This is an optimization exercise on Yosys and OpenROAD, whose aim is small area, not a production implementation. The RTL was checked by simulation tests, not by an equivalence proof against the original design. No activity file was given, so power comes from the tool's default toggle rates.

==> flow/design.v <==
`default_nettype none
package srcPkg;
    localparam int InstrWidth   = 32;   
    localparam int RegCount     = 16;
    localparam int RegAddrWidth = 4;    
    localparam int ImmWidth     = 19;   
    localparam int OpcodeWidth  = 5;
    localparam logic [OpcodeWidth-1:0] OpAdd  = 5'd3;
    localparam logic [OpcodeWidth-1:0] OpSub  = 5'd4;
    localparam logic [OpcodeWidth-1:0] OpAnd  = 5'd5;
    localparam logic [OpcodeWidth-1:0] OpOr   = 5'd6;
    localparam logic [OpcodeWidth-1:0] OpShr  = 5'd7;
    localparam logic [OpcodeWidth-1:0] OpShra = 5'd8;
    localparam logic [OpcodeWidth-1:0] OpShl  = 5'd9;
    localparam logic [OpcodeWidth-1:0] OpRor  = 5'd10;
    localparam logic [OpcodeWidth-1:0] OpRol  = 5'd11;
    localparam logic [OpcodeWidth-1:0] OpAddi = 5'd12;
    localparam logic [OpcodeWidth-1:0] OpAndi = 5'd13;
    localparam logic [OpcodeWidth-1:0] OpOri  = 5'd14;
    localparam logic [OpcodeWidth-1:0] OpNeg    = 5'd17;   
    localparam logic [OpcodeWidth-1:0] OpNot    = 5'd18;
    localparam logic [OpcodeWidth-1:0] OpBranch = 5'd19;   
    typedef enum logic [3:0] {
        AluAdd, AluSub, AluAnd, AluOr,
        AluShr, AluShra, AluShl, AluRor, AluRol,
        AluNeg, AluNot,
        AluBranch,   
        AluNone      
    } AluOp;
    typedef enum logic [1:0] {
        CondZero    = 2'd0,
        CondNonzero = 2'd1,
        CondMinus   = 2'd2,
        CondPlus    = 2'd3
    } CondCode;
    typedef struct packed {
        AluOp                    aluOp;
        logic [RegAddrWidth-1:0] destReg;
        logic [InstrWidth-1:0]   opA;       
        logic [InstrWidth-1:0]   opB;       
        CondCode                 cond;
        logic                    writes;
        logic                    illegal;
    } DecodedOp;
    typedef struct packed {
        logic [InstrWidth-1:0]   value;
        logic [RegAddrWidth-1:0] destReg;
        logic                    writes;
        logic                    branchTaken;
        logic                    illegal;
    } ExecResult;
endpackage
`default_nettype wire
`default_nettype none
module srcCore (
    input  logic                            Clock,
    input  logic                            rstN,
    input  logic                            req,
    input  logic [srcPkg::InstrWidth-1:0]   instr,
    output logic                            ack,
    output logic [srcPkg::InstrWidth-1:0]   result,
    output logic [srcPkg::RegAddrWidth-1:0] resultReg,
    output logic                            wrote,
    output logic                            branchTaken,
    output logic                            illegal
);
    logic [4:0] op;
    logic [3:0] ra, rb, rc;
    assign op = instr[31:27];
    assign ra = instr[26:23];
    assign rb = instr[22:19];
    assign rc = instr[18:15];
    logic isAdd, isSub, isAnd, isOr, isShr, isShra, isShl, isRor, isRol;
    logic isAddi, isAndi, isOri, isNeg, isNot, isBr;
    assign isAdd  = (op == 5'd3);
    assign isSub  = (op == 5'd4);
    assign isAnd  = (op == 5'd5);
    assign isOr   = (op == 5'd6);
    assign isShr  = (op == 5'd7);
    assign isShra = (op == 5'd8);
    assign isShl  = (op == 5'd9);
    assign isRor  = (op == 5'd10);
    assign isRol  = (op == 5'd11);
    assign isAddi = (op == 5'd12);
    assign isAndi = (op == 5'd13);
    assign isOri  = (op == 5'd14);
    assign isNeg  = (op == 5'd17);
    assign isNot  = (op == 5'd18);
    assign isBr   = (op == 5'd19);
    logic isShift, isImm, writes, isIll, shLeft;
    assign isShift = isShr | isShra | isShl | isRor | isRol;
    assign isImm   = isAddi | isAndi | isOri;
    assign writes  = (op >= 5'd3 && op <= 5'd14) | isNeg | isNot;
    assign isIll   = !(writes | isBr);
    assign shLeft  = isShl | isRol;
    logic [2:0] phase;
    logic       clr;           
    logic       inPass;        
    logic       ld;            
    logic       rot2;          
    logic       loadDone;      
    logic [4:0] rotL;          
    logic       sgn;           
    logic       carry;
    logic       nz;            
    logic [3:0] x [8];         
    logic [3:0] prev;          
    logic [3:0] ring [16][8];
    logic run, passCyc, passEnd, loading, lastLoad;
    logic [2:0] rotG;
    logic [1:0] rotB;
    assign rotG     = rotL[4:2];
    assign rotB     = rotL[1:0];
    assign run      = req && !ack;
    assign passCyc  = run && (inPass || (phase == 3'd0 && (!isShift || loadDone)));
    assign passEnd  = passCyc && (phase == 3'd7);
    assign loading  = run && isShift && !loadDone && (ld || phase == 3'd0);
    assign lastLoad = loading && rot2 && (phase == ~rotG);
    logic [3:0] addrA;
    logic [3:0] dataA, dataB;
    assign addrA = isBr ? ra : rb;
    for (genvar i = 0; i < 4; i++) begin : rdLane
        logic [15:0] col;
        for (genvar r = 0; r < 16; r++) begin : c
            assign col[r] = ring[r][0][i];
        end
        mux16 muxA (.s(addrA), .d(col), .y(dataA[i]));
        mux16 muxB (.s(rc),    .d(col), .y(dataB[i]));
    end
    logic [7:0] window;
    logic [3:0] rotOut, shOut, below;
    logic       gLess, gEq, fillLeft, fillRight, fillVal;
    assign window    = {x[0], prev};
    assign gLess     = (!phase[2] & rotG[2]) |
                       ((phase[2] == rotG[2]) & ((!phase[1] & rotG[1]) |
                                                 ((phase[1] == rotG[1]) & !phase[0] & rotG[0])));
    assign gEq       = phase == rotG;
    assign fillLeft  = isShl;
    assign fillRight = (isShr | isShra) & (rotL != 5'd0);
    assign fillVal   = isShra & sgn;
    always_comb begin
        for (int i = 0; i < 4; i++) begin
            rotOut[i] = window[4 + i - rotB];
            below[i]  = gLess | (gEq & (2'(i) < rotB));
            if ((fillLeft & below[i]) | (fillRight & !below[i])) shOut[i] = fillVal;
            else                                               shOut[i] = rotOut[i];
        end
    end
    logic [3:0] amtLo;
    logic [3:0] negB;
    always_comb begin
        logic z;   
        z = 1'b1;
        for (int i = 0; i < 4; i++) begin
            negB[i] = dataB[i] ^ !z;
            z       = z & !dataB[i];
        end
    end
    assign amtLo = shLeft ? dataB : negB;
    logic [18:0] imm;
    logic [3:0]  immG, opB, addA, addB, logicOut, resG;
    logic        cin;
    logic [4:0]  sum;
    assign imm = instr[18:0];
    always_comb begin
        case (phase)
            3'd0:    immG = imm[3:0];
            3'd1:    immG = imm[7:4];
            3'd2:    immG = imm[11:8];
            3'd3:    immG = imm[15:12];
            3'd4:    immG = {imm[18], imm[18:16]};
            default: immG = {4{imm[18]}};
        endcase
    end
    assign opB = isImm ? immG : dataB;
    assign addA = isNeg ? ~dataA : dataA;
    assign addB = isNeg ? 4'd0 : (isSub ? ~opB : opB);
    assign cin  = (phase == 3'd0) ? (isSub | isNeg) : carry;
    always_comb begin
        logic c;
        c = cin;
        for (int i = 0; i < 4; i++) begin
            sum[i] = addA[i] ^ addB[i] ^ c;
            c      = (addA[i] & addB[i]) | (c & (addA[i] ^ addB[i]));
        end
        sum[4] = c;
    end
    always_comb begin
        if (isAnd | isAndi)    logicOut = dataA & opB;
        else if (isOr | isOri) logicOut = dataA | opB;
        else                   logicOut = ~dataA;
    end
    always_comb begin
        if (isAdd | isAddi | isSub | isNeg) resG = sum[3:0];
        else if (isShift)                   resG = shOut;
        else if (writes)                    resG = logicOut;
        else                                resG = 4'd0;   
    end
    logic anyA, brCond;
    assign anyA = ((phase != 3'd0) && nz) | (|dataA);
    always_comb begin
        case (instr[20:19])
            2'd0:    brCond = !anyA;
            2'd1:    brCond = anyA;
            2'd2:    brCond = dataA[3];
            default: brCond = !dataA[3];
        endcase
    end
    always_ff @(posedge Clock) begin
        if (!rstN) begin
            phase    <= 3'd0;
            clr      <= 1'b1;
            ack      <= 1'b0;
            inPass   <= 1'b0;
            ld       <= 1'b0;
            rot2     <= 1'b0;
            loadDone <= 1'b0;
        end else begin
            phase <= {phase[2] ^ (phase[1] & phase[0]), phase[1] ^ phase[0], !phase[0]};
            if (phase == 3'd7) clr <= 1'b0;
            if (passEnd) ack <= 1'b1;
            else if (!req) ack <= 1'b0;
            inPass   <= passCyc && !passEnd;
            ld       <= loading && !lastLoad;
            rot2     <= loading && !lastLoad && (rot2 || phase == 3'd7);
            loadDone <= run && (loadDone || lastLoad);
        end
    end
    always_ff @(posedge Clock) begin
        if (loading) begin
            if (phase == 3'd0) rotL[3:0] <= amtLo;
            if (phase == 3'd1) rotL[4]   <= shLeft ? dataB[0] : (!dataB[0] ^ (rotL[3:0] == 4'd0));
            if (phase == 3'd7) sgn       <= dataA[3];
        end
        carry <= sum[4];
        nz    <= anyA;
        if (loading || passCyc) begin
            for (int k = 0; k < 7; k++) x[k] <= x[k + 1];
            x[7] <= loading ? dataA : resG;
            prev <= x[0];
        end
        if (passEnd) begin
            resultReg   <= ra;
            wrote       <= writes;
            illegal     <= isIll;
            branchTaken <= isBr & brCond;
        end
    end
    logic [3:0] wdata;
    logic [3:0] ringIn [16];
    assign wdata = clr ? 4'd0 : resG;
    for (genvar r = 0; r < 16; r++) begin : wr
        logic we;
        assign we = clr || (passCyc && writes && ra == 4'(r));
        mux2x4 m (.s(we), .a(wdata), .b(ring[r][0]), .y(ringIn[r]));
    end
    always_ff @(posedge Clock) begin
        for (int r = 0; r < 16; r++) begin
            for (int k = 0; k < 7; k++) ring[r][k] <= ring[r][k + 1];
            ring[r][7] <= ringIn[r];
        end
    end
    always_comb begin
        for (int k = 0; k < 8; k++) result[4*k +: 4] = x[k];
    end
endmodule
module mux16 (
    input  logic [3:0]  s,
    input  logic [15:0] d,
    output logic        y
);
    logic [3:0] m;
    for (genvar j = 0; j < 4; j++) begin : l1
        mux4 u (.s(s[1:0]), .d(d[4*j +: 4]), .y(m[j]));
    end
    mux4 u2 (.s(s[3:2]), .d(m), .y(y));
endmodule
module mux4 (
    input  logic [1:0] s,
    input  logic [3:0] d,
    output logic       y
);
    assign y = d[s];
endmodule
module mux2x4 (
    input  logic       s,
    input  logic [3:0] a,
    input  logic [3:0] b,
    output logic [3:0] y
);
    assign y = s ? a : b;
endmodule
`default_nettype wire
==> flow/flow/run.sh <==
#!/bin/bash
# Standard layout, with buf_1 as the port buffer cell.
set -e
export BUFFER_PORTS_ARGS="-buffer_cell sky130_fd_sc_hd__buf_1"
bash standard.sh > standard.log 2>&1
==> flow/standard.sh <==
#!/bin/bash
# synth_recipe.tcl (not shown) runs the flow's synth.tcl, then flattens the netlist and writes it again
# the make line also repeats each setting of config.mk as NAME=value (left out here)
make -C /OpenROAD-flow-scripts/flow DESIGN_CONFIG=/design/flow/config.mk WORK_HOME=/design/flow/orfs CLKGATE_MAP_FILE= SYNTH_SCRIPT=/design/flow/synth_recipe.tcl "${@:-finish}"
==> flow/config.mk <==
export PLATFORM = sky130hd
export DESIGN_NAME = srcCore
export DESIGN_NICKNAME = srcCore
export VERILOG_FILES = /design/flow/design.v
export SDC_FILE = /design/flow/constraint.sdc
export NUM_CORES = 4
export LEC_CHECK = 0
export ABC_AREA = 0
export CAP_MARGIN = 20
export CORE_MARGIN = 2
export CORE_UTILIZATION = 60
export CTS_BUF_LIST = sky130_fd_sc_hd__clkbuf_8
export CTS_CLUSTER_DIAMETER = 60
export CTS_CLUSTER_SIZE = 20
export SLEW_MARGIN = 20
export SYNTH_HIERARCHICAL = 1
export SYNTH_MINIMUM_KEEP_SIZE = 0
==> flow/constraint.sdc <==
create_clock -name core_clock -period 8.0 [get_ports {Clock}]
set_input_delay 1.6000 -clock core_clock [delete_from_list [all_inputs] [get_ports {Clock}]]
set_output_delay 1.6000 -clock core_clock [all_outputs]
set_load 0.01 [all_outputs]
==> flow_summary.yaml, run 1 <==
cells_and_area:
  stdcell_count: 1424
  design_area_sq_um: 16900
  final_common_cell: "dfxtp_1"
  register_area_sq_um: 11900
  nets: 1132
  utilization_pct: 65.4
  layout-drive-gt1-share_pct: 17.3
  multiInputGateArea_sq_um: 3540
  nFillCells: 1888
  synthToLayoutAreaGrowth_pct: 8.24
  most-common-layout-cells: "dfxtp_1 (523), mux2_2 (73), buf_1 (73), edfxtp_1 (49), mux4_2 (46)"
  diodes: 0
sta:
  skew_ns: 0.0195
  fin_crit_ns: 6.70
  whs_ns: 0.328
  period_share_pct: 83.7
  finalHoldViolations: 0
  tightest_slew_ns: 0.942
  rsz0062_at_grt: "false"
  setup_viol: 0
  relSlewSlack_pct: 37.0
  final.setup.tns_ns: 0
  fmax_ghz: 0.149
  drv_slew: 0
  setup_ws_ns: 1.30
synthesis:
  synth_top_cell_by_area: "dfxtp_1"
  ys_seq_area_share_pct: 76.4
  syn-mean-instance-area_sq_um: 16.0
  yosys_most_used_dff: "dfxtp_1"
  synth_cells: 976
  synth_edf_count: 49
  yosysUniqueCellTypes: 63
  synth_area_sq_um: 15600
  syn_nets: 1027
  netlist_top_cells_area: "dfxtp_1 (67%), edfxtp_1 (9.4%), mux4_2 (6.6%)"
  synth_top_area_share_pct: 67.0
  synth-seq-cells: 572
  ys_warn_count: 12
  async_flop_share_pct: 0
place:
  place_area_sq_um: 16300
  post-dp-hpwl_mm: 19.6
  port_buffers: 74
  pre_cts_slack_ns: 0.699
  gp_congestion: 0.882
  placed_cells: 1379
floorplanning:
  row_count: 59
  die_h_um: 165
  ios: 75
  fp.dieW_um: 165
  die_area_sq_um: 27300
  initial_core_util_pct: 60.5
  core_sq_um: 25800
cts:
  cts_num_sinks: 572
  cts_resized: 0
  cts_root_buffer: "clkbuf_8"
  post_cts_buffers: 0
  clkLatencyLatePin_ns: 0.57
  holdBufCountCts: 0
  htree_levels: 2
  ctsLongestPathBuffers: 3
  cts_buffers: 35
  cts_tree: "done"
  clk_pin_slew_ns: 0.11
drt:
  routed_wl_mm: 27.5
  drt_iter0_markers: 456
  via_count: 7322
  ant_nets: 0
  drc: 0
  viasPerCell: 5.14
  first_pass_iters: 5
  wire_per_inst_um: 19.3
global_routing:
  first_global_vias: 6941
  grt_pass1_wl_mm: 40.5
  gr-total-overflow: 0
  grt_start_max_net_pins: 37
  antenna_found_initial: 0
  grt_use_total_pct: 20.3
worst_setup_path:
  critical_path_arrival_ns: 7.22
  endpoint: "ring[119][3]"
  crit_type: "in -> reg"
  reg2reg_depth: 20
  r2r-end: "ring[119][3]"
  worst_ep_required_time_ns: 8.52
  r2r_slack_ns: 2.96
  path_max_fanout: 21
  r2r_start: "phase[0]"
  startpoint_type: "input port"
  crit_start: "instr[28]"
  end_kind: "flop"
pwr:
  total_power_mw: 4.32
  vdd_drop_max_mv: 0.204
  p_leak_nw: 6.51
  powerDensity_nw_per_um2: 256
status:
  status: "finished clean"
flow_run:
  max_cap_violations: 0
min_path:
  hp-class: "reg -> reg"
## kinds of logic after synthesis
group                      Yosys count  synth area share, %
adders and majority gates           16                 1.47
and+or+nand+nor                    119                 4.21
AOI/OAI and AO/OA                   98                 4.16
DFF                                572                 76.4
xor gates and xnor gates            13                0.729
buffers and inverters               37                0.969
muxes                              121                 12.0
## modules after synthesis (local to each module, per instance), a selection
module	flops+latches	cells	copies in the design	cell area, sq um
mux4	0	1	40	22.5
srcCore	572	872	1	14000
mux2x4	0	4	16	45.0
## final cells by class
cell class              instances  share of cell area, %
clock buffers                  36                   2.93
clock inverters                 9                  0.437
inverters                      19                  0.422
multi-input cells             367                   20.9
flip-flops and latches        572                   70.6
well taps                     335                   2.48
repair buffers                 86                   2.18
## sequential cells by signal (all words and copies together), names as in the netlist
name and flops:
clr 1, ack 1, phase 3, resultReg 4, illegal 1, nz 1, rot2 1, wrote 1
inPass 1, ld 1, ring 512, prev 4, carry 1, loadDone 1, sgn 1, x 32
branchTaken 1, rotL 5
## Yosys cell counts (2+ instances only)
| library cell | n |
|---|---|
| a211oi_1 | 3 |
| a22oi_1 | 4 |
| dfxtp_1 | 523 |
| nor3_1 | 8 |
| nor2b_1 | 12 |
| o21a_1 | 4 |
| o21ai_0 | 30 |
| nor2_1 | 23 |
| and4_1 | 2 |
| a2bb2oi_1 | 4 |
| ha_1 | 12 |
| buf_2 | 7 |
| and2_1 | 4 |
| nor4_1 | 2 |
| mux4_2 | 46 |
| nand2_1 | 27 |
| buf_1 | 4 |
| xnor2_1 | 6 |
| nand2b_1 | 11 |
| xor2_1 | 7 |
| a222oi_1 | 3 |
| nor3b_1 | 3 |
| nand3_1 | 4 |
| nand4b_1 | 2 |
| a31o_2 | 2 |
| mux2_2 | 73 |
| a21oi_1 | 21 |
| clkbuf_1 | 6 |
| and3_1 | 5 |
| fa_1 | 4 |
| a21o_1 | 7 |
| o22ai_1 | 3 |
| a211oi_2 | 2 |
| inv_1 | 19 |
| mux2i_1 | 2 |
| or2_2 | 2 |
| nor4b_1 | 3 |
| a31oi_1 | 3 |
| edfxtp_1 | 49 |
## per-layer routing
metal / routed length (um) / track usage, %
met1: 13500 / 29.5
met2: 12100 / 31.5
met3: 1250 / 3.87
met4: 619 / 5.80
met5: 0 / 0
## critical path, stage by stage
cell and delay, ns:
buf_1 0.08, buf_4 0.23, and4bb_2 0.34, nand2_1 0.17, mux2_2 0.66, mux4_2 0.58
mux4_2 0.51, inv_1 0.12, xnor2_1 0.10, fa_1 0.42, inv_1 0.08, fa_1 0.15
inv_1 0.05, fa_1 0.38, fa_1 0.43, nor2b_1 0.15, a2111oi_0 0.39, a21oi_1 0.15
a21oi_1 0.17, buf_4 0.25, mux2_2 0.19
## worst min-delay path by stage
stage	startpoint	to	slack, ns	cells after the start
after floorplan	ring[1][0]	ring[0][0]	0.31	0
after global placement	ring[82][2]	ring[81][2]	0.31	0
after detailed placement	ring[105][1]	ring[104][1]	0.31	0
after CTS	ring[57][3]	ring[56][3]	0.33	0
after global routing	ring[57][3]	ring[56][3]	0.33	0
final	ring[22][0]	ring[21][0]	0.33	0
## report_power, final
| group | total, mW | switching (mW) | internal (mW) |
|---|---|---|---|
| Clock | 1.23 | 0.802 | 0.428 |
| Combinational | 0.157 | 0.0971 | 0.0599 |
| Sequential | 2.93 | 0.0155 | 2.92 |
| Total | 4.32 | 0.914 | 3.41 |
==> run 2: changes to the inputs <==
--- a/flow/design.v
+++ b/flow/design.v
@@ -250,7 +250,8 @@
     logic [3:0] ringIn [16];
-    assign wdata = clr ? 4'd0 : resG;
+    assign wdata = resG;
     for (genvar r = 0; r < 16; r++) begin : wr
-        logic we;
-        assign we = clr || (passCyc && writes && ra == 4'(r));
-        mux2x4 m (.s(we), .a(wdata), .b(ring[r][0]), .y(ringIn[r]));
+        logic we, keep;
+        assign we   = passCyc && writes && ra == 4'(r);
+        assign keep = !we && !clr;   
+        aoMux4 m (.s(we), .sn(keep), .a(wdata), .b(ring[r][0]), .y(ringIn[r]));
     end
@@ -284,4 +285,5 @@
 endmodule
-module mux2x4 (
+module aoMux4 (
     input  logic       s,
+    input  logic       sn,
     input  logic [3:0] a,
@@ -290,3 +292,3 @@
 );
-    assign y = s ? a : b;
+    assign y = ({4{s}} & a) | ({4{sn}} & b);
 endmodule
--- a/flow/config.mk
+++ b/flow/config.mk
@@ -11,5 +11,5 @@
 export CORE_UTILIZATION = 60
-export CTS_BUF_LIST = sky130_fd_sc_hd__clkbuf_8
-export CTS_CLUSTER_DIAMETER = 60
-export CTS_CLUSTER_SIZE = 20
+export CTS_BUF_LIST = sky130_fd_sc_hd__clkbuf_8 sky130_fd_sc_hd__clkbuf_16
+export CTS_CLUSTER_DIAMETER = 50
+export CTS_CLUSTER_SIZE = 24
 export SLEW_MARGIN = 20
==> run 2 against run 1 <==
Against the previous run: still clean on timing, DRC and antenna; non-clock buffer count rose by 2; critical endpoint is now ring[31][3]; synthesized cell count rose by 2.0%; worst hold slack got worse by 0.0049 ns; die area fell by 0.55%; clock-buffer cell count rose by 1; design area rose by 2.7%; flip-flop and latch count did not move; largest power group unchanged; total power rose by 14%; register-to-register slack got worse by 0.29 ns; worst setup slack got worse by 0.30 ns; wire length rose by 13%.
==> flow_summary.yaml, run 2 <==
worst_setup_path:
  max_stage_delay_ns: 0.62
  critPathSlowestCell: "or3b_2"
  critical_path_arrival_ns: 7.42
  cp_top_family: "simple AND/OR/NAND/NOR gates"
  path_max_fanout: 17
  r2r-end: "ring[31][3]"
  r2r_slack_ns: 2.67
  worst_ep_required_time_ns: 8.42
  r2r_start: "phase[2]"
  cp_common_cell: "fa_1"
  startpoint_type: "input port"
  end_kind: "flop"
  crit_chain: "buf_1 -> or3b_2 -> nor2_1 -> mux2_2 -> buf_4 -> mux4_2 -> mux4_2 -> xor2_1 -> fa_1 -> fa_1 -> inv_1 -> fa_1 -> nand2b_1 -> o2111ai_1 -> nand2_1 -> a22o_1"
  path_buf_inv: 3
  reg2reg_depth: 17
  crit_type: "in -> reg"
global_routing:
  first_global_vias: 7854
  grt_use_total_pct: 23.5
  grt_pass1_wl_mm: 46.3
  gr-total-overflow: 0
  grt_start_max_net_pins: 37
  antenna_found_initial: 0
cells_and_area:
  utilization_pct: 68.6
  largest_reg_flops: 512
  regMostFlops: "ring"
  layout-drive-gt1-share_pct: 11.6
  synthToLayoutAreaGrowth_pct: 11.8
  final_common_cell: "dfxtp_1"
  most-common-layout-cells: "dfxtp_1 (523), buf_1 (74), a22o_1 (65), edfxtp_1 (49), mux4_2 (46)"
  diodes: 0
  nets: 1154
  reg.largest.list: "ring: 512 flops, x: 32 flops, rotL: 5 flops"
pwr:
  switching_power_mw: 1.08
  p_sw_share_pct: 21.9
  comb_power_share_pct: 3.7
  p_leak_nw: 6.60
  vdd_drop_max_mv: 0.308
  p_clk_share_pct: 36.7
  internal-power_mw: 3.85
  powerDensity_nw_per_um2: 283
  seq_power_share_pct: 59.6
sta:
  finalHoldViolations: 0
  skew_ns: 0.0215
  final.setup.tns_ns: 0
  period_share_pct: 87.5
  fmax_ghz: 0.143
  setup_viol: 0
  tightest_slew_ns: 0.929
  fin_crit_ns: 7.00
  rsz0062_at_grt: "false"
  drv_slew: 0
  setup_ws_ns: 0.999
  relSlewSlack_pct: 38.1
flow_run:
  max_cap_violations: 0
min_path:
  min_to: "ring[4][3]"
  worstHoldStart: "ring[5][3]"
  hp-class: "reg -> reg"
  holdPathStages: 0
drt:
  drc: 0
  routed_wl_mm: 31.2
  drt_iter0_markers: 733
  ant_nets: 0
  viasPerCell: 5.48
  first_pass_iters: 6
  wire_per_inst_um: 21.4
  via_count: 7970
synthesis:
  netlist_top_cells_count: "dfxtp_1 (523), a22o_1 (65), edfxtp_1 (49), mux4_2 (46), nor2_1 (32)"
  yosys_most_used_dff: "dfxtp_1"
  synth_area_sq_um: 15500
  yosysUniqueCellTypes: 65
  yosysMostFrequentCell: "dfxtp_1"
  ys_seq_area_share_pct: 76.9
  synth_top_cell_by_area: "dfxtp_1"
  syn_nets: 1047
  synth-seq-cells: 572
  synth_cells: 996
  netlist_top_cells_area: "dfxtp_1 (67%), edfxtp_1 (9.5%), mux4_2 (6.7%)"
  syn-mean-instance-area_sq_um: 15.6
  async_flop_share_pct: 0
  synth_top_area_share_pct: 67.4
  synth_edf_count: 49
  ys_warn_count: 12
floorplanning:
  core_sq_um: 25300
  ios: 75
  fp.dieW_um: 165
  die_area_sq_um: 27200
  die_h_um: 165
  row_count: 58
  initial_core_util_pct: 61.3
cts:
  cts_resized: 0
  htree_levels: 2
  cts_root_buffer: "clkbuf_16"
  clkLatencyLatePin_ns: 0.54
  cts_num_sinks: 572
  holdBufCountCts: 0
  post_cts_buffers: 0
  cts_buffers: 34
  ctsLongestPathBuffers: 3
  clk_pin_slew_ns: 0.09
  cts_tree: "done"
place:
  post-dp-hpwl_mm: 21.3
  pre_cts_slack_ns: 0.470
  gp_congestion: 0.917
  port_buffers: 74
status:
  status: "finished clean"
==> run 2: cell types whose count changed in the layout (fill, tap and decap cells not counted), sizes merged, moves of 4 or more <==
cell | before | now
a22o | 0 | 65
mux2 | 73 | 9
nor2 | 23 | 32
o21ai | 30 | 22
a21oi | 21 | 28
nor3 | 8 | 14
a21o | 7 | 2
a2bb2oi | 4 | 0
clkinv | 2 | 6
inv | 25 | 29
o21a | 4 | 8
o32ai | 0 | 4
xor2 | 7 | 3
==> run 2: logic make-up (layout without fill, tap and decap cells) <==
| group | after synthesis | count (layout) | synth area share [%] |
|---|---|---|---|
| flops | 572 | 572 | 76.9 |
| buf+inv | 33 | 161 | 0.846 |
| fa+ha+maj | 16 | 16 | 1.48 |
| simple gates | 142 | 142 | 4.89 |
| compound gates | 167 | 167 | 7.92 |
| mux | 58 | 58 | 7.54 |
| xor+xnor | 8 | 8 | 0.451 |
==> run 2: layout make-up <==
cell class	instances	area, sq um
well taps	330	413
inverters	16	60.1
flip-flops and latches	572	11900
multi-input cells	391	3460
clock buffers	37	915
fillers	1764	7960
clock inverters	20	193
repair buffers	88	383
==> run 2: metal layers <==
layer  track usage [%]  part of all wire (%)
met1              33.0                    46
met2              38.3                    46
met3              3.06                   4.6
met4              7.83                   3.0
met5                 0                     0
==> run 2: worst max path at each step <==
stage | start | to | slack, ns | depth (start not counted)
6_report | instr[29] | ring[31][3] | 1.0 | 16
5_1_grt | instr[29] | ring[31][3] | 0.61 | 17
4_1_cts | instr[29] | ring[31][3] | 1.02 | 16
3_5_place_dp | instr[29] | ring[79][3] | 0.47 | 16
3_3_place_gp | instr[29] | ring[111][3] | 0.62 | 16
2_1_floorplan | instr[29] | ring[39][3] | 1.28 | 17
==> run 2: Yosys stat by module, one instance, submodules excluded, excerpt <==
| module | copies in the design | flip-flops and latches | cells | cell area [sq um] |
|---|---|---|---|---|
| aoMux4 | 16 | 0 | 4 | 35.0 |
| mux4 | 40 | 0 | 1 | 22.5 |
| srcCore | 1 | 572 | 892 | 14100 |
==> run 2: metrics by stage <==
stage	hold WS, ns	instances	total power [mW]	cell area, sq um
final	0.323	1454	4.92	17400
after global routing	0.328	1454	5.09	17400
after CTS	0.325	1454	4.96	17400
after detailed placement	0.312	1397	3.18	16300
after global placement	0.309	1397	3.18	16300
after floorplan	0.310	996	3.11	15500
==> run 2: worst reg2reg max path, stage by stage (launching register included) <==
cell and delay, ns:
dfxtp_1 0.56, inv_1 0.18, ha_1 0.29, or2_2 0.34, o311ai_0 0.36, buf_4 0.22
o21ba_2 0.20, o31ai_1 0.33, fa_1 0.22, inv_1 0.05, fa_1 0.38, fa_1 0.38
inv_1 0.08, fa_1 0.39, nand2b_1 0.18, o2111ai_1 0.16, nand2_1 0.49, a22o_1 0.43
==> run 2: power by group through the flow <==
stage | clock [mW] | sequential, mW | combinational, mW
floorplan | 0 | 3.00 | 0.102
global placement | 0 | 3.00 | 0.183
detailed placement | 0 | 3.00 | 0.183
CTS | 1.84 | 2.93 | 0.184
global route | 1.95 | 2.94 | 0.199
finish | 1.80 | 2.93 | 0.184
==> run 3: changes to the inputs <==
--- a/flow/config.mk
+++ b/flow/config.mk
@@ -11,5 +11,5 @@
 export CORE_UTILIZATION = 60
-export CTS_BUF_LIST = sky130_fd_sc_hd__clkbuf_8 sky130_fd_sc_hd__clkbuf_16
-export CTS_CLUSTER_DIAMETER = 50
-export CTS_CLUSTER_SIZE = 24
+export CTS_BUF_LIST = sky130_fd_sc_hd__clkbuf_16
+export CTS_CLUSTER_DIAMETER = 45
+export CTS_CLUSTER_SIZE = 35
 export SLEW_MARGIN = 20
==> run 3 against run 2 <==
Against the previous run: still clean; cell count up 0.62%; worst hold slack lost 0.012 ns; synthesized area unchanged; first-iteration DRC count increased by 6.5%; flip-flop and latch count unchanged; sequential share of layout area fell by 1.1 points; largest power group unchanged.
==> flow_summary.yaml, run 3 <==
global_routing:
  gr-total-overflow: 0
  grt_start_max_net_pins: 37
  first_global_vias: 7929
  antenna_found_initial: 2
  grt_use_total_pct: 23.7
  grt_pass1_wl_mm: 46.5
sta:
  whs_ns: 0.311
  fmax_ghz: 0.142
  relSlewSlack_pct: 37.2
  period_share_pct: 87.9
  tightest_slew_ns: 0.942
  finalHoldViolations: 0
  rsz0062_at_grt: "false"
  fin_crit_ns: 7.03
  setup_viol: 0
  final.setup.tns_ns: 0
  drv_slew: 0
  setup_ws_ns: 0.970
  skew_ns: 0.0495
drt:
  ant_nets: 0
  via_count: 8098
  routed_wl_mm: 31.7
  wire_per_inst_um: 21.7
  viasPerCell: 5.54
  drt_iter0_markers: 781
  first_pass_iters: 5
  drc: 0
worst_setup_path:
  cp_top_family: "simple AND/OR/NAND/NOR gates"
  path_buf_inv: 3
  path_max_fanout: 17
  crit_type: "in -> reg"
  cp_common_cell: "fa_1"
  startpoint_type: "input port"
  critPathSlowestCell: "or3b_2"
  end_kind: "flop"
  max_stage_delay_ns: 0.62
  worst_ep_required_time_ns: 8.43
  r2r-end: "ring[31][3]"
  critical_path_arrival_ns: 7.46
  r2r_slack_ns: 2.63
  crit_chain: "buf_1 -> or3b_2 -> nor2_1 -> mux2_2 -> buf_4 -> mux4_2 -> mux4_2 -> xor2_1 -> fa_1 -> fa_1 -> inv_1 -> fa_1 -> nand2b_1 -> o2111ai_1 -> nand2_1 -> a22o_1"
  reg2reg_depth: 17
  r2r_start: "phase[2]"
place:
  post-dp-hpwl_mm: 21.3
  port_buffers: 74
  place_area_sq_um: 16300
  gp_congestion: 0.917
  pre_cts_slack_ns: 0.470
cells_and_area:
  nFillCells: 1718
  layout-drive-gt1-share_pct: 12.6
  largest_reg_flops: 512
  design_area_sq_um: 17700
  synthToLayoutAreaGrowth_pct: 13.7
  diodes: 0
  reg.largest.list: "ring: 512 flops, x: 32 flops, rotL: 5 flops"
  register_area_sq_um: 11900
  nets: 1156
  regMostFlops: "ring"
  most-common-layout-cells: "dfxtp_1 (523), buf_1 (74), a22o_1 (65), edfxtp_1 (49), mux4_2 (46)"
  multiInputGateArea_sq_um: 3460
  final_common_cell: "dfxtp_1"
synthesis:
  synth_area_sq_um: 15500
  synth_cells: 996
  synth_top_cell_by_area: "dfxtp_1"
  netlist_top_cells_area: "dfxtp_1 (67%), edfxtp_1 (9.5%), mux4_2 (6.7%)"
  synth_edf_count: 49
  yosys_most_used_dff: "dfxtp_1"
  yosysMostFrequentCell: "dfxtp_1"
  synth_top_area_share_pct: 67.4
  ys_seq_area_share_pct: 76.9
  async_flop_share_pct: 0
  yosysUniqueCellTypes: 65
  syn-mean-instance-area_sq_um: 15.6
  netlist_top_cells_count: "dfxtp_1 (523), a22o_1 (65), edfxtp_1 (49), mux4_2 (46), nor2_1 (32)"
  syn_nets: 1047
  synth-seq-cells: 572
  ys_warn_count: 12
pwr:
  comb_power_share_pct: 3.6
  internal-power_mw: 3.96
  p_sw_share_pct: 23.8
  p_clk_share_pct: 40.0
  switching_power_mw: 1.24
  powerDensity_nw_per_um2: 294
  vdd_drop_max_mv: 0.271
  p_leak_nw: 6.72
  seq_power_share_pct: 56.5
cts:
  holdBufCountCts: 0
  ctsLongestPathBuffers: 3
  post_cts_buffers: 0
  clkLatencyLatePin_ns: 0.56
  cts_tree: "done"
  clk_pin_slew_ns: 0.12
  htree_levels: 2
  cts_num_sinks: 572
  cts_root_buffer: "clkbuf_16"
  cts_buffers: 36
  cts_resized: 0
floorplanning:
  die_h_um: 165
  row_count: 58
  die_area_sq_um: 27200
  fp.dieW_um: 165
  ios: 75
  core_sq_um: 25300
  initial_core_util_pct: 61.3
min_path:
  holdPathStages: 0
  hp-class: "reg -> reg"
  worstHoldStart: "ring[116][2]"
  min_to: "ring[115][2]"
flow_run:
  max_cap_violations: 0
status:
  status: "finished clean"
## run 3: cell counts after synthesis
No cell type changed its count.
## run 3: layout make-up
type	instances	area share [%]
clock buffers	38	5.38
clock inverters	28	2.55
multi-input cells	391	19.6
well taps	330	2.34
repair buffers	88	2.17
flip-flops and latches	572	67.6
inverters	16	0.340
## run 3: cell families (layout without fill, tap and decap cells)
| family | Yosys count | count (layout) | synth area share (%) |
|---|---|---|---|
| XOR/XNOR | 8 | 8 | 0.451 |
| AO/OA/AOI/OAI | 167 | 167 | 7.92 |
| AND/OR/NAND/NOR | 142 | 142 | 4.89 |
| adder cells (fa/ha/maj) | 16 | 16 | 1.48 |
| buffers and inverters | 33 | 170 | 0.846 |
| flip-flops | 572 | 572 | 76.9 |
| multiplexers | 58 | 58 | 7.54 |
## run 3: how the worst max path moves through the flow
stage,start,end,slack (ns),cells after the start
2_1_floorplan,instr[29],ring[39][3],1.28,17
3_3_place_gp,instr[29],ring[111][3],0.62,16
3_5_place_dp,instr[29],ring[79][3],0.47,16
4_1_cts,instr[29],ring[31][3],1.02,16
5_1_grt,instr[29],ring[31][3],0.63,17
6_report,instr[29],ring[31][3],0.97,16
## run 3: modules after synthesis, one instance, submodules excluded, a selection
module	flops+latches	copies in the design	cell area (sq um)	cells
srcCore	572	1	14100	892
aoMux4	0	16	35.0	4
mux4	0	40	22.5	1
## run 3: per-layer routing
| layer | part of all wire [%] | track usage (%) | routed length [um] |
|---|---|---|---|
| met1 | 45 | 32.6 | 14200 |
| met2 | 47 | 38.6 | 14800 |
| met5 | 0.022 | 0 | 7 |
| met4 | 3.0 | 8.30 | 942 |
| met3 | 5.3 | 3.77 | 1680 |
## run 3: metrics by stage
step / util, % / std cells / total power [mW]
floorplan: - / 996 / 3.11
global placement: 64.2 / 1397 / 3.18
detailed placement: 64.2 / 1397 / 3.18
CTS: 69.7 / 1463 / 5.24
global route: 69.7 / 1463 / 5.37
finish: 69.7 / 1463 / 5.20
## run 3: worst register-to-register path: cells and delay by family (launching register included)
kind / cells / cell delay (ns)
AOI/OAI and AO/OA: 5 / 1.48
adders and majority gates: 5 / 1.67
buffers and inverters: 4 / 0.54
DFF: 1 / 0.56
and+or+nand+nor: 3 / 1.01
## run 3: power groups by stage
stage               Combinational [mW]  Sequential, mW  Clock, mW
finish                           0.185            2.94       2.08
global route                     0.200            2.94       2.23
CTS                              0.185            2.94       2.12
detailed placement               0.183            3.00          0
global placement                 0.183            3.00          0
floorplan                        0.102            3.00          0
==> run 4: changes to the inputs <==
--- a/flow/config.mk
+++ b/flow/config.mk
@@ -10,6 +10,6 @@
 export CORE_MARGIN = 2
-export CORE_UTILIZATION = 60
-export CTS_BUF_LIST = sky130_fd_sc_hd__clkbuf_16
-export CTS_CLUSTER_DIAMETER = 45
-export CTS_CLUSTER_SIZE = 35
+export CORE_UTILIZATION = 65
+export CTS_BUF_LIST = sky130_fd_sc_hd__clkbuf_8
+export CTS_CLUSTER_DIAMETER = 40
+export CTS_CLUSTER_SIZE = 24
 export SLEW_MARGIN = 20
==> run 4 against run 3 <==
Against the previous run: still clean; largest cell class unchanged; critical endpoint is now ring[95][3]; critical path depth grew 1; largest power group unchanged; total power shrank 7.3%; flip-flop and latch count is the same; highest routed layer is now met4.
==> flow_summary.yaml, run 4 <==
status:
  status: "finished clean"
global_routing:
  grt_use_total_pct: 26.1
  antenna_found_initial: 0
  gr-total-overflow: 0
  grt_start_max_net_pins: 37
  grt_pass1_wl_mm: 47.3
  first_global_vias: 8126
worst_setup_path:
  critPathSlowestCell: "mux4_2"
  cp_top_family: "multiplexers"
  crit_start: "instr[29]"
  path_buf_inv: 4
  end_kind: "flop"
  r2r_start: "phase[2]"
  crit_type: "in -> reg"
  crit_chain: "buf_1 -> buf_4 -> or3b_2 -> nor2_1 -> mux2_2 -> buf_4 -> mux4_2 -> mux4_2 -> xor2_1 -> fa_1 -> fa_1 -> inv_1 -> fa_1 -> nand2b_1 -> o2111ai_1 -> nand2_1 -> a22o_1"
  path_max_fanout: 17
  worst_ep_required_time_ns: 8.48
  cp_common_cell: "fa_1"
  max_stage_delay_ns: 0.61
  startpoint_type: "input port"
  critical_path_arrival_ns: 7.32
sta:
  finalHoldViolations: 0
  relSlewSlack_pct: 37.1
  whs_ns: 0.320
  rsz0062_at_grt: "false"
  fmax_ghz: 0.146
  period_share_pct: 85.4
  tightest_slew_ns: 0.944
  skew_ns: 0.0638
  final.setup.tns_ns: 0
  setup_viol: 0
  drv_slew: 0
  fin_crit_ns: 6.83
  setup_ws_ns: 1.17
place:
  place_area_sq_um: 16300
  post-dp-hpwl_mm: 21.9
  pre_cts_slack_ns: 0.579
  placed_cells: 1388
  gp_congestion: 0.950
  port_buffers: 74
synthesis:
  synth-seq-cells: 572
  synth_cells: 996
  ys_warn_count: 12
  async_flop_share_pct: 0
  syn_nets: 1047
  yosysMostFrequentCell: "dfxtp_1"
  syn-mean-instance-area_sq_um: 15.6
  synth_top_cell_by_area: "dfxtp_1"
  ys_seq_area_share_pct: 76.9
  synth_top_area_share_pct: 67.4
  yosys_most_used_dff: "dfxtp_1"
  synth_area_sq_um: 15500
  synth_edf_count: 49
  netlist_top_cells_count: "dfxtp_1 (523), a22o_1 (65), edfxtp_1 (49), mux4_2 (46), nor2_1 (32)"
  yosysUniqueCellTypes: 65
  netlist_top_cells_area: "dfxtp_1 (67%), edfxtp_1 (9.5%), mux4_2 (6.7%)"
drt:
  ant_nets: 0
  first_pass_iters: 5
  routed_wl_mm: 32.4
  drc: 0
  wire_per_inst_um: 22.0
  via_count: 8174
  drt_iter0_markers: 769
  viasPerCell: 5.56
floorplanning:
  die_h_um: 159
  row_count: 56
  initial_core_util_pct: 66.2
  ios: 75
  die_area_sq_um: 25200
  core_sq_um: 23500
  fp.dieW_um: 159
cells_and_area:
  synthToLayoutAreaGrowth_pct: 11.3
  diodes: 0
  reg.largest.list: "ring: 512 flops, x: 32 flops, rotL: 5 flops"
  layout-drive-gt1-share_pct: 13.4
  nets: 1166
  final_common_cell: "dfxtp_1"
  design_area_sq_um: 17300
  regMostFlops: "ring"
  largest_reg_flops: 512
  stdcell_count: 1469
  most-common-layout-cells: "dfxtp_1 (523), buf_1 (74), a22o_1 (65), edfxtp_1 (49)"
pwr:
  p_leak_nw: 6.59
  vdd_drop_max_mv: 0.304
  powerDensity_nw_per_um2: 279
min_path:
  hp-class: "reg -> reg"
  worstHoldStart: "ring[33][3]"
cts:
  cts_buffers: 44
  cts_tree: "done"
  clkLatencyLatePin_ns: 0.61
  cts_resized: 0
  post_cts_buffers: 0
  cts_root_buffer: "clkbuf_8"
  ctsLongestPathBuffers: 3
  holdBufCountCts: 0
  cts_num_sinks: 572
  clk_pin_slew_ns: 0.11
  htree_levels: 2
flow_run:
  max_cap_violations: 0
## run 4: final timing paths
path / end / slack, ns / cells past startpoint
worst min-delay path: ring[32][3] / 0.32 / 0
worst max register to register: ring[95][3] / 2.57 / 16
worst max-delay path: ring[95][3] / 1.17 / 17
worst min register to register: ring[32][3] / 0.32 / 0
## run 4: logic make-up after synthesis
group                      Yosys count  synth area share [%]
DFF                                572                  76.9
AOI/OAI and AO/OA                  167                  7.92
and+or+nand+nor                    142                  4.89
muxes                               58                  7.54
buffers and inverters               33                 0.846
adders and majority gates           16                  1.48
xor gates and xnor gates             8                 0.451
## run 4: power breakdown
group	leakage [nW]	switching, mW	total (mW)	internal [mW]
logic	1.39	0.123	0.185	0.0623
clock network	0.534	1.01	1.69	0.682
registers	4.67	0.0164	2.94	2.92
total	6.59	1.15	4.82	3.66
## run 4: routing by layer
layer	routed length [um]	GRT usage (%)	up-vias
li1	-	-	3809
met1	13800	34.4	3942
met2	15000	42.2	317
met4	1500	12.3	0
met5	0	0	-
met3	2090	5.04	106
## run 4: modules after synthesis, one instance, submodules excluded, a selection
| module | cells | times used | flip-flops and latches | cell area (sq um) |
|---|---|---|---|---|
| aoMux4 | 4 | 16 | 0 | 35.0 |
| srcCore | 892 | 1 | 572 | 14100 |
| mux4 | 1 | 40 | 0 | 22.5 |
## run 4: final cells by class
cell class | instances | area [sq um]
Multi-Input combinational cell | 391 | 3460
Fill cell | 1430 | 6190
Sequential cell | 572 | 11900
Clock buffer | 46 | 633
Inverter | 16 | 60.1
Clock inverter | 35 | 389
Timing Repair Buffer | 90 | 398
Tap cell | 319 | 399
## run 4: per-stage QoR
stage	util [%]	total power [mW]
2_1_floorplan	-	3.11
3_3_place_gp	69.3	3.18
3_5_place_dp	69.3	3.18
4_1_cts	73.6	4.85
5_1_grt	73.6	4.96
6_report	73.6	4.82
==> run 5: changes to the inputs <==
--- a/flow/config.mk
+++ b/flow/config.mk
@@ -10,6 +10,6 @@
 export CORE_MARGIN = 2
-export CORE_UTILIZATION = 65
+export CORE_UTILIZATION = 60
 export CTS_BUF_LIST = sky130_fd_sc_hd__clkbuf_8
-export CTS_CLUSTER_DIAMETER = 40
-export CTS_CLUSTER_SIZE = 24
+export CTS_CLUSTER_DIAMETER = 60
+export CTS_CLUSTER_SIZE = 20
 export SLEW_MARGIN = 20
==> run 5 against run 4 <==
Against the previous run: still clean; combinational power is essentially flat; flip-flop and latch count is the same; wire length fell by 7.5%; clock-buffer cell count decreased by 9; clock skew shrank 0.033 ns; critical path type unchanged; critical endpoint is now ring[47][3].
==> flow_summary.yaml, run 5 <==
synthesis:
  synth_area_sq_um: 15500
  syn-mean-instance-area_sq_um: 15.6
  synthMuxAreaShare_pct: 7.54
  yosysMostFrequentCell: "dfxtp_1"
  synth_top_area_share_pct: 67.4
  yosys_most_used_dff: "dfxtp_1"
  synth_top_cell_by_area: "dfxtp_1"
  syn_nets: 1047
  synth_xor_area_share_pct: 0.451
  netlist_top_cells_count: "dfxtp_1 (523), a22o_1 (65), edfxtp_1 (49), mux4_2 (46), nor2_1 (32)"
  ys_warn_count: 12
  netlist_top_cells_area: "dfxtp_1 (67%), edfxtp_1 (9.5%), mux4_2 (6.7%)"
  synth_compound_area_share_pct: 7.92
  synth_top_family_by_area: "compound AO/OA/AOI/OAI gates"
  yosys.area_share.simple_pct: 4.89
  synth_cells: 996
  synth_edf_count: 49
  synthAdderAreaFrac_pct: 1.48
  async_flop_share_pct: 0
  yosysUniqueCellTypes: 65
  synth-seq-cells: 572
  ys_seq_area_share_pct: 76.9
cells_and_area:
  largest_reg_flops: 512
  reg.largest.list: "ring: 512 flops, x: 32 flops, rotL: 5 flops"
  regMostFlops: "ring"
  synthToLayoutAreaGrowth_pct: 8.37
  diodes: 0
  final_common_cell: "dfxtp_1"
  layout-drive-gt1-share_pct: 10.7
  most-common-layout-cells: "dfxtp_1 (523), buf_1 (74), a22o_1 (65), edfxtp_1 (49), mux4_2 (46)"
  design_area_sq_um: 16800
  nets: 1155
worst_setup_path:
  critPathSlowestCell: "or3b_2"
  critical_path_arrival_ns: 7.42
  crit_chain: "buf_1 -> or3b_2 -> nor2_1 -> mux2_2 -> buf_4 -> mux4_2 -> mux4_2 -> xor2_1 -> fa_1 -> fa_1 -> inv_1 -> fa_1 -> nand2b_1 -> o2111ai_1 -> nand2_1 -> a22o_1"
  crit_type: "in -> reg"
  worst_ep_required_time_ns: 8.46
  path_max_fanout: 17
  startpoint_type: "input port"
  max_stage_delay_ns: 0.62
  reg2reg_depth: 17
  r2r_slack_ns: 2.68
  end_kind: "flop"
  cp_common_cell: "fa_1"
sta:
  final.setup.tns_ns: 0
  fmax_ghz: 0.144
  period_share_pct: 87.0
  whs_ns: 0.330
  rsz0062_at_grt: "false"
  fin_crit_ns: 6.96
  skew_ns: 0.0311
  finalHoldViolations: 0
  relSlewSlack_pct: 37.1
  setup_viol: 0
  tightest_slew_ns: 0.943
  drv_slew: 0
flow_run:
  max_cap_violations: 0
floorplanning:
  die_h_um: 165
  core_sq_um: 25300
  die_area_sq_um: 27200
  row_count: 58
  fp.dieW_um: 165
  ios: 75
  initial_core_util_pct: 61.3
global_routing:
  antenna_found_initial: 0
  grt_use_total_pct: 22.6
  gr-total-overflow: 0
  grt_pass1_wl_mm: 44.4
  first_global_vias: 7613
  grt_start_max_net_pins: 37
cts:
  ctsLongestPathBuffers: 3
  cts_tree: "done"
  holdBufCountCts: 0
  cts_resized: 0
  clk_pin_slew_ns: 0.10
  cts_root_buffer: "clkbuf_8"
  htree_levels: 2
  cts_buffers: 35
  post_cts_buffers: 0
  clkLatencyLatePin_ns: 0.57
  cts_num_sinks: 572
drt:
  via_count: 7943
  routed_wl_mm: 30.0
  viasPerCell: 5.50
  drc: 0
  first_pass_iters: 6
  drt_iter0_markers: 800
  wire_per_inst_um: 20.7
  ant_nets: 0
status:
  status: "finished clean"
pwr:
  powerDensity_nw_per_um2: 259
  p_leak_nw: 6.36
  vdd_drop_max_mv: 0.218
min_path:
  holdPathStages: 0
  hp-class: "reg -> reg"
place:
  port_buffers: 74
  gp_congestion: 0.917
  post-dp-hpwl_mm: 21.3
  place_area_sq_um: 16300
run 5: path summary, 6_finish.rpt:
check,startpoint,end
setup / recovery,instr[29],ring[47][3]
hold / removal,ring[83][2],ring[82][2]
setup reg to reg,phase[2],ring[47][3]
hold reg to reg,ring[83][2],ring[82][2]
run 5: worst max-delay path: cells and delay by family:
family | cells | cell delay, ns
mux | 3 | 1.59
buf+inv | 3 | 0.58
simple gates | 4 | 1.61
compound gates | 2 | 0.57
fa+ha+maj | 3 | 1.22
xor+xnor | 1 | 0.22
run 5: logic make-up after synthesis:
| group | Yosys count |
|---|---|
| flip-flops | 572 |
| adder cells (fa/ha/maj) | 16 |
| multiplexers | 58 |
| XOR/XNOR | 8 |
| AO/OA/AOI/OAI | 167 |
| AND/OR/NAND/NOR | 142 |
| buffers and inverters | 33 |
run 5: through the flow:
| step | worst slack [ns] | cells | total power, mW | utilization [%] |
|---|---|---|---|---|
| floorplan | 1.28 | 996 | 3.11 | - |
| global placement | 0.622 | 1397 | 3.18 | 64.2 |
| detailed placement | 0.470 | 1397 | 3.18 | 64.2 |
| CTS | 1.08 | 1444 | 4.39 | 66.5 |
| global route | 0.678 | 1444 | 4.51 | 66.5 |
| finish | 1.04 | 1444 | 4.35 | 66.5 |
run 5: layout make-up:
class / instances / area (sq um)
clock inverters: 10 / 66.3
well taps: 330 / 413
clock buffers: 37 / 509
inverters: 16 / 60.1
flip-flops and latches: 572 / 11900
fillers: 1866 / 8490
repair buffers: 88 / 383
multi-input cells: 391 / 3460
run 5: metal layers:
metal,vias to the layer above,routed length [um],track usage (%)
met4,0,1130,9.45
met2,263,13200,34.8
met3,70,1550,3.39
li1,3757,-,-
met1,3853,14000,32.2
met5,-,0,0
run 5: Yosys stat by module, one instance, submodules excluded, a selection:
module,flip-flops and latches,cells inside
srcCore,572,892
mux4,0,1
aoMux4,0,4
run 5: power by group:
part           internal [mW]  leakage [nW]  total [mW]  switching, mW
clock network          0.436         0.314        1.23          0.799
registers               2.92          4.67        2.94         0.0162
logic                 0.0619          1.38       0.184          0.122
==> run 6: changes to the inputs <==
--- a/flow/design.v
+++ b/flow/design.v
@@ -89,4 +89,5 @@
     assign isBr   = (op == 5'd19);
-    logic isShift, isImm, writes, isIll, shLeft;
+    logic isShift, isBin, isImm, writes, isIll, shLeft;
     assign isShift = isShr | isShra | isShl | isRor | isRol;
+    assign isBin   = isAdd | isSub | isAnd | isOr;
     assign isImm   = isAddi | isAndi | isOri;
@@ -108,4 +109,4 @@
     logic [3:0] ring [16][8];
-    logic run, passCyc, passEnd, loading, lastLoad;
-    logic [2:0] rotG;
+    logic run, passCyc, passEnd, loading, lastLoad, needLoad, rightMode, readRc;
+    logic [2:0] rotG, stopPh;
     logic [1:0] rotB;
@@ -114,9 +115,13 @@
     assign run      = req && !ack;
-    assign passCyc  = run && (inPass || (phase == 3'd0 && (!isShift || loadDone)));
-    assign passEnd  = passCyc && (phase == 3'd7);
-    assign loading  = run && isShift && !loadDone && (ld || phase == 3'd0);
-    assign lastLoad = loading && rot2 && (phase == ~rotG);
+    assign needLoad  = isShift | isBin;
+    assign passCyc   = run && (inPass || (phase == 3'd0 && (!needLoad || loadDone)));
+    assign passEnd   = passCyc && (phase == 3'd7);
+    assign loading   = run && needLoad && !loadDone && (ld || phase == 3'd0);
+    assign rightMode = (rotG == 3'd7);
+    assign stopPh    = rightMode ? 3'd7 : ~rotG;
+    assign lastLoad  = loading && (isBin ? (phase == 3'd7) : (rot2 && phase == stopPh));
+    assign readRc    = loading && (isBin || (!rot2 && phase[2:1] == 2'd0));
     logic [3:0] addrA;
-    logic [3:0] dataA, dataB;
-    assign addrA = isBr ? ra : rb;
+    logic [3:0] dataA;
+    assign addrA = isBr ? ra : (readRc ? rc : rb);
     for (genvar i = 0; i < 4; i++) begin : rdLane
@@ -127,3 +132,2 @@
         mux16 muxA (.s(addrA), .d(col), .y(dataA[i]));
-        mux16 muxB (.s(rc),    .d(col), .y(dataB[i]));
     end
@@ -132,3 +136,6 @@
     logic       gLess, gEq, fillLeft, fillRight, fillVal;
-    assign window    = {x[0], prev};
+    logic [3:0] prevEff, nextEff;
+    assign prevEff   = (phase == 3'd0) ? x[7] : prev;    
+    assign nextEff   = (phase == 3'd7) ? prev : x[1];    
+    assign window    = rightMode ? {nextEff, x[0]} : {x[0], prevEff};
     assign gLess     = (!phase[2] & rotG[2]) |
@@ -154,7 +161,7 @@
         for (int i = 0; i < 4; i++) begin
-            negB[i] = dataB[i] ^ !z;
-            z       = z & !dataB[i];
-        end
-    end
-    assign amtLo = shLeft ? dataB : negB;
+            negB[i] = dataA[i] ^ !z;
+            z       = z & !dataA[i];
+        end
+    end
+    assign amtLo = shLeft ? dataA : negB;
     logic [18:0] imm;
@@ -174,3 +181,3 @@
     end
-    assign opB = isImm ? immG : dataB;
+    assign opB = isImm ? immG : x[0];
     assign addA = isNeg ? ~dataA : dataA;
@@ -229,5 +236,5 @@
     always_ff @(posedge Clock) begin
-        if (loading) begin
+        if (loading && !rot2) begin
             if (phase == 3'd0) rotL[3:0] <= amtLo;
-            if (phase == 3'd1) rotL[4]   <= shLeft ? dataB[0] : (!dataB[0] ^ (rotL[3:0] == 4'd0));
+            if (phase == 3'd1) rotL[4]   <= shLeft ? dataA[0] : (!dataA[0] ^ (rotL[3:0] == 4'd0));
             if (phase == 3'd7) sgn       <= dataA[3];
@@ -239,3 +246,3 @@
             x[7] <= loading ? dataA : resG;
-            prev <= x[0];
+            if (!(rightMode && isShift && passCyc) || phase == 3'd0) prev <= x[0];
         end
==> run 6 against run 5 <==
Against the previous run: critical path depth grew 5; non-clock buffer count grew 2; sequential share of layout area grew 0.82 points; worst setup slack lost 0.39 ns; wire length grew 0.37%; maximum frequency shrank 5.3%; via count shrank 0.19%; core utilization shrank 0.38 points; die area shrank 1.1%; critical endpoint is now ring[15][3]; design area shrank 1.1%; clock power is essentially flat.
==> flow_summary.yaml, run 6 <==
worst_setup_path:
  critPathSlowestCell: "a31oi_2"
  cp_top_family: "compound AO/OA/AOI/OAI gates"
  startpoint_type: "input port"
  critical_path_arrival_ns: 7.86
  worst_ep_required_time_ns: 8.51
  crit_chain: "buf_1 -> nor2_1 -> a211oi_1 -> o211ai_1 -> a21oi_1 -> buf_4 -> mux2i_1 -> o21ai_2 -> mux4_2 -> mux4_2 -> inv_1 -> xnor2_1 -> fa_1 -> inv_1 -> fa_1 -> fa_1 -> inv_1 -> fa_1 -> nor2_1 -> a31oi_2 -> a22o_1"
  path_max_fanout: 16
  path_buf_inv: 5
  max_stage_delay_ns: 0.82
  cp_common_cell: "fa_1"
  crit_type: "in -> reg"
  end_kind: "flop"
sta:
  period_share_pct: 91.9
  setup_ws_ns: 0.649
  drv_slew: 0
  fmax_ghz: 0.136
  finalHoldViolations: 0
  skew_ns: 0.0351
  final.setup.tns_ns: 0
  tightest_slew_ns: 1.00
  relSlewSlack_pct: 33.1
  rsz0062_at_grt: "false"
  fin_crit_ns: 7.35
  setup_viol: 0
synthesis:
  synthAdderAreaFrac_pct: 1.50
  yosys_most_used_dff: "dfxtp_1"
  synth_edf_count: 49
  synthMuxAreaShare_pct: 5.04
  syn-mean-instance-area_sq_um: 14.9
  synth_top_family_by_area: "compound AO/OA/AOI/OAI gates"
  ys_warn_count: 12
  synth_xor_area_share_pct: 0.798
  yosysMostFrequentCell: "dfxtp_1"
  yosys.area_share.simple_pct: 4.98
  netlist_top_cells_count: "dfxtp_1 (523), a22o_1 (65), edfxtp_1 (49), nor2_1 (42), a21oi_1 (34)"
  ys_seq_area_share_pct: 77.7
  synth_compound_area_share_pct: 8.80
  netlist_top_cells_area: "dfxtp_1 (68%), edfxtp_1 (9.6%), a22o_1 (3.7%)"
  synth_top_area_share_pct: 68.1
  synth_area_sq_um: 15400
  async_flop_share_pct: 0
  syn_nets: 1082
  yosysUniqueCellTypes: 68
  synth_top_cell_by_area: "dfxtp_1"
  synth-seq-cells: 572
  synth_cells: 1031
drt:
  ant_nets: 0
  viasPerCell: 5.39
  routed_wl_mm: 30.1
  first_pass_iters: 5
  drc: 0
  via_count: 7928
  wire_per_inst_um: 20.4
  drt_iter0_markers: 710
cells_and_area:
  most-common-layout-cells: "dfxtp_1 (523), buf_1 (74), a22o_1 (65), edfxtp_1 (49), nor2_1 (42)"
  nFillCells: 1814
  register_area_sq_um: 11900
  multiInputGateArea_sq_um: 3260
  synthToLayoutAreaGrowth_pct: 8.32
  reg.largest.list: "ring: 512 flops, x: 32 flops, rotL: 5 flops"
  stdcell_count: 1471
  layout-drive-gt1-share_pct: 8.06
  regMostFlops: "ring"
  diodes: 0
  nets: 1183
  utilization_pct: 66.1
  largest_reg_flops: 512
  final_common_cell: "dfxtp_1"
cts:
  cts_buffers: 35
  cts_num_sinks: 572
  cts_tree: "done"
  clkLatencyLatePin_ns: 0.58
  holdBufCountCts: 0
  cts_root_buffer: "clkbuf_8"
  cts_resized: 0
  post_cts_buffers: 0
  clk_pin_slew_ns: 0.11
  ctsLongestPathBuffers: 3
  htree_levels: 2
floorplanning:
  die_area_sq_um: 26900
  die_h_um: 164
  core_sq_um: 25200
  row_count: 58
  fp.dieW_um: 164
  ios: 75
  initial_core_util_pct: 61.0
flow_run:
  max_cap_violations: 0
pwr:
  powerDensity_nw_per_um2: 263
  vdd_drop_max_mv: 0.241
  p_leak_nw: 6.37
place:
  pre_cts_slack_ns: -0.0158
  port_buffers: 74
  placed_cells: 1425
  post-dp-hpwl_mm: 21.5
  gp_congestion: 0.908
status:
  status: "finished clean"
min_path:
  hp-class: "reg -> reg"
global_routing:
  grt_pass1_wl_mm: 44.7
  grt_start_max_net_pins: 33
  grt_use_total_pct: 22.6
  gr-total-overflow: 0
  antenna_found_initial: 0
  first_global_vias: 7625
==> run 6: cell types whose count changed in the layout (fill, tap and decap cells not counted), sizes merged, moves of 5 or more <==
cell,previous run,this run
a21oi,28,34
a31oi,5,10
mux2i,3,14
mux4,46,23
nor2,32,42
xnor2,5,11
==> run 6: area by class of cell <==
| class | count | area share, % |
|---|---|---|
| Clock buffer | 35 | 2.89 |
| Clock inverter | 11 | 0.429 |
| Inverter | 19 | 0.429 |
| Multi-Input combinational cell | 414 | 19.6 |
| Sequential cell | 572 | 71.8 |
| Tap cell | 330 | 2.48 |
| Timing Repair Buffer | 90 | 2.39 |
==> run 6: path summary, 6_finish.rpt <==
kind                from           to  slack [ns]  cells after the start
min          ring[89][2]  ring[88][2]        0.32                      0
min reg2reg  ring[89][2]  ring[88][2]        0.32                      0
max            instr[29]  ring[15][3]        0.65                     21
max reg2reg     phase[1]  ring[15][3]        1.25                     21
==> run 6: logic make-up after synthesis <==
group           Yosys count
flops                   572
compound gates          185
simple gates            152
mux                      47
buf+inv                  45
fa+ha+maj                16
xor+xnor                 14
==> run 6: worst register-to-register path, cell delays in order, from the launching register on <==
cell	delay [ns]
dfxtp_1	0.40
inv_1	0.15
ha_1	0.46
nor2b_1	0.41
o211ai_1	0.15
a21oi_1	0.34
buf_4	0.19
mux2i_1	0.08
o21ai_2	0.40
mux4_2	0.57
mux4_2	0.61
inv_1	0.24
xnor2_1	0.14
fa_1	0.43
inv_1	0.07
fa_1	0.18
fa_1	0.17
inv_1	0.05
fa_1	0.48
nor2_1	0.07
a31oi_2	0.82
a22o_1	0.27
==> run 6: per-module statistics from Yosys (local to each module, per instance), a selection <==
module | cell area (sq um) | cells | flops+latches
srcCore | 14400 | 947 | 572
aoMux4 | 35.0 | 4 | 0
mux4 | 22.5 | 1 | 0
==> run 6: stage by stage <==
| step | hold slack (ns) | power [mW] | area (sq um) |
|---|---|---|---|
| floorplan | 0.310 | 3.14 | 15400 |
| global placement | 0.310 | 3.23 | 16100 |
| detailed placement | 0.312 | 3.23 | 16100 |
| CTS | 0.324 | 4.42 | 16600 |
| global route | 0.329 | 4.54 | 16600 |
| finish | 0.321 | 4.38 | 16600 |
==> run 6: report_power, final <==
part	internal, mW	leakage (nW)	switching, mW	total, mW
clock network	0.417	0.307	0.798	1.21
registers	2.92	4.67	0.0245	2.95
logic	0.0757	1.39	0.144	0.220
==> run 6: layer usage <==
metal	global-route usage (%)	share of wire (%)	vias up	wire length [um]
met5	0	0	-	0
met4	8.41	3.2	0	959
met3	3.54	4.8	63	1450
met2	34.6	44	221	13200
met1	32.9	48	3832	14400
li1	-	-	3812	-
==> run 7: changes to the inputs <==
--- a/flow/design.v
+++ b/flow/design.v
@@ -93,3 +93,3 @@
     assign isImm   = isAddi | isAndi | isOri;
-    assign writes  = (op >= 5'd3 && op <= 5'd14) | isNeg | isNot;
+    assign writes  = isBin | isShift | isImm | isNeg | isNot;
     assign isIll   = !(writes | isBr);
@@ -147,6 +147,15 @@
     assign fillVal   = isShra & sgn;
+    logic [3:0] laneLess;   
+    assign laneLess = {1'b0, &rotB, rotB[1], |rotB};
+    always_comb begin
+        case (rotB)
+            2'd0:    rotOut = window[7:4];
+            2'd1:    rotOut = window[6:3];
+            2'd2:    rotOut = window[5:2];
+            default: rotOut = window[4:1];
+        endcase
+    end
     always_comb begin
         for (int i = 0; i < 4; i++) begin
-            rotOut[i] = window[4 + i - rotB];
-            below[i]  = gLess | (gEq & (2'(i) < rotB));
+            below[i]  = gLess | (gEq & laneLess[i]);
             if ((fillLeft & below[i]) | (fillRight & !below[i])) shOut[i] = fillVal;
==> run 7 against run 6 <==
Against the previous run: design area down 0.58%; maximum frequency grew 7.0%; critical path depth is 2 lower; synthesized cell count fell by 2.2%; clock power up 8%; register-to-register slack improved by 0.22 ns; clock-buffer cell count grew 4; global-route usage down 1.1 points; non-clock buffer count is 4 lower; worst setup slack better by 0.48 ns; first-iteration DRC count decreased by 3.1%.
==> flow_summary.yaml, run 7 <==
sta:
  skew_ns: 0.0364
  finalHoldViolations: 0
  whs_ns: 0.317
  rsz0062_at_grt: "false"
  setup_viol: 0
  final.setup.tns_ns: 0
  fmax_ghz: 0.146
  period_share_pct: 85.9
  relSlewSlack_pct: 40.4
worst_setup_path:
  critPathSlowestCell: "or3_1"
  crit_type: "in -> reg"
  end_kind: "flop"
  worst_ep_required_time_ns: 8.47
  critical_path_arrival_ns: 7.35
  crit_chain: "buf_1 -> nand2_1 -> xor2_1 -> nor3_1 -> o21ai_1 -> mux2i_1 -> a21oi_2 -> buf_4 -> mux4_2 -> mux4_2 -> xnor2_1 -> fa_1 -> inv_1 -> fa_1 -> fa_1 -> nand2_1 -> o311a_1 -> or3_1 -> a22o_1"
  path_buf_inv: 3
  cp_common_cell: "fa_1"
  path_max_fanout: 16
  cp.depth: 19
  max_stage_delay_ns: 0.69
cts:
  clk_pin_slew_ns: 0.11
  cts_buffers: 37
  cts_tree: "done"
  cts_resized: 0
  holdBufCountCts: 0
synthesis:
  synth-seq-cells: 572
  ys_warn_count: 12
  async_flop_share_pct: 0
  netlist_top_cells_area: "dfxtp_1 (69%), edfxtp_1 (9.7%), a22o_1 (3.7%)"
  yosys_most_used_dff: "dfxtp_1"
  yosysMostFrequentCell: "dfxtp_1"
  syn-mean-instance-area_sq_um: 15.1
  syn_nets: 1057
  synth_top_area_share_pct: 68.8
  ys_seq_area_share_pct: 78.5
  yosysUniqueCellTypes: 72
  synth_area_sq_um: 15200
global_routing:
  grt_pass1_wl_mm: 42.4
  grt_most_used_layer: "met2"
  grt_use_total_pct: 21.6
  grtUsageMet3_pct: 3.91
  grt_start_max_net_pins: 33
drt:
  drt_iter0_markers: 688
  routed_wl_mm: 28.6
  wire_per_inst_um: 19.7
  drc: 0
  via_count: 7749
  viasPerCell: 5.35
  ant_nets: 0
floorplanning:
  initial_core_util_pct: 60.8
  fp.dieW_um: 163
  ios: 75
  row_count: 58
  die_h_um: 163
cells_and_area:
  nets: 1158
  reg.largest.list: "ring: 512 flops, x: 32 flops, rotL: 5 flops"
  synthToLayoutAreaGrowth_pct: 8.76
  most-common-layout-cells: "dfxtp_1 (523), buf_1 (74), a22o_1 (64), nor2_1 (52), edfxtp_1 (49)"
  nFillCells: 1846
  stdcell_count: 1449
  layout-drive-gt1-share_pct: 8.31
min_path:
  hp-class: "reg -> reg"
place:
  placed_cells: 1400
  post-dp-hpwl_mm: 20.2
status:
  status: "finished clean"
pwr:
  internal-power_mw: 3.46
  p_sw_share_pct: 22.2
  vdd_drop_max_mv: 0.228
  seq_power_share_pct: 66.1
  powerDensity_nw_per_um2: 269
flow_run:
  max_cap_violations: 0
-- run 7: kinds of logic (layout without fill, tap and decap cells) --
family	count (synthesis)	after routing	share of synthesized area [%]
and+or+nand+nor	154	154	5.12
buffers and inverters	40	151	1.06
AOI/OAI and AO/OA	176	176	8.97
muxes	38	38	4.19
DFF	572	572	78.5
xor gates and xnor gates	14	14	0.806
adders and majority gates	14	14	1.35
-- run 7: final cells by class --
class / count / area [sq um] / area share (%)
Clock buffer: 39 / 537 / 3.24
Multi-Input combinational cell: 396 / 3110 / 18.8
Inverter: 16 / 60.1 / 0.363
Tap cell: 330 / 413 / 2.50
Timing Repair Buffer: 86 / 368 / 2.22
Clock inverter: 10 / 113 / 0.681
Sequential cell: 572 / 11900 / 72.2
-- run 7: metal layers --
metal	part of all wire (%)	vias to the layer above
met5	0	-
met4	2.2	0
met3	4.8	42
met2	44	216
met1	49	3739
li1	-	3752
-- run 7: worst register-to-register path, stage by stage (launching register included) --
cell and delay, ns:
dfxtp_1 0.56, inv_1 0.15, ha_1 0.37, nor2b_1 0.19, buf_4 0.19, o2111a_1 0.29
o21ai_1 0.30, mux2i_1 0.18, a21oi_2 0.17, buf_4 0.32, mux4_2 0.57, mux4_2 0.55
xnor2_1 0.25, fa_1 0.21, inv_1 0.05, fa_1 0.38, fa_1 0.49, nand2_1 0.05
o311a_1 0.12, or3_1 0.69, a22o_1 0.36
-- run 7: through the flow --
| stage | utilization, % | worst slack [ns] | power, mW |
|---|---|---|---|
| after global routing | 66.1 | 0.858 | 4.61 |
| after global placement | 63.5 | 0.831 | 3.20 |
| after detailed placement | 63.5 | 0.649 | 3.20 |
| after CTS | 66.1 | 1.27 | 4.49 |
| final | 66.1 | 1.13 | 4.45 |
| after floorplan | - | 0.122 | 3.12 |
-- run 7: path summary, 6_finish.rpt --
kind                                  start     endpoint  slack, ns
worst max-delay path              instr[28]  ring[87][2]       1.13
worst min-delay path            ring[46][3]  ring[45][3]       0.32
worst max register to register     phase[0]  ring[87][2]       1.47
worst min register to register  ring[46][3]  ring[45][3]       0.32
-- run 7: modules after synthesis, one instance, submodules excluded, excerpt --
module / flip-flops and latches / area, sq um
mux4: 0 / 22.5
srcCore: 572 / 14200
aoMux4: 0 / 35.0
-- run 7: power groups by stage --
stage	combinational, mW	sequential, mW	clock (mW)
global placement	0.197	3.01	0
finish	0.199	2.94	1.31
global route	0.216	2.95	1.45
CTS	0.197	2.94	1.35
detailed placement	0.197	3.01	0
floorplan	0.117	3.01	0

Re-timed with assumed drivers on the ports (clkbuf_16 on the clock, buf_2 on other inputs), run 7 has 1.108 ns of setup slack against 1.129 ns with ideal ports, and 0.494 ns once port delays also move by the mid clock arrival of 0.615 ns.
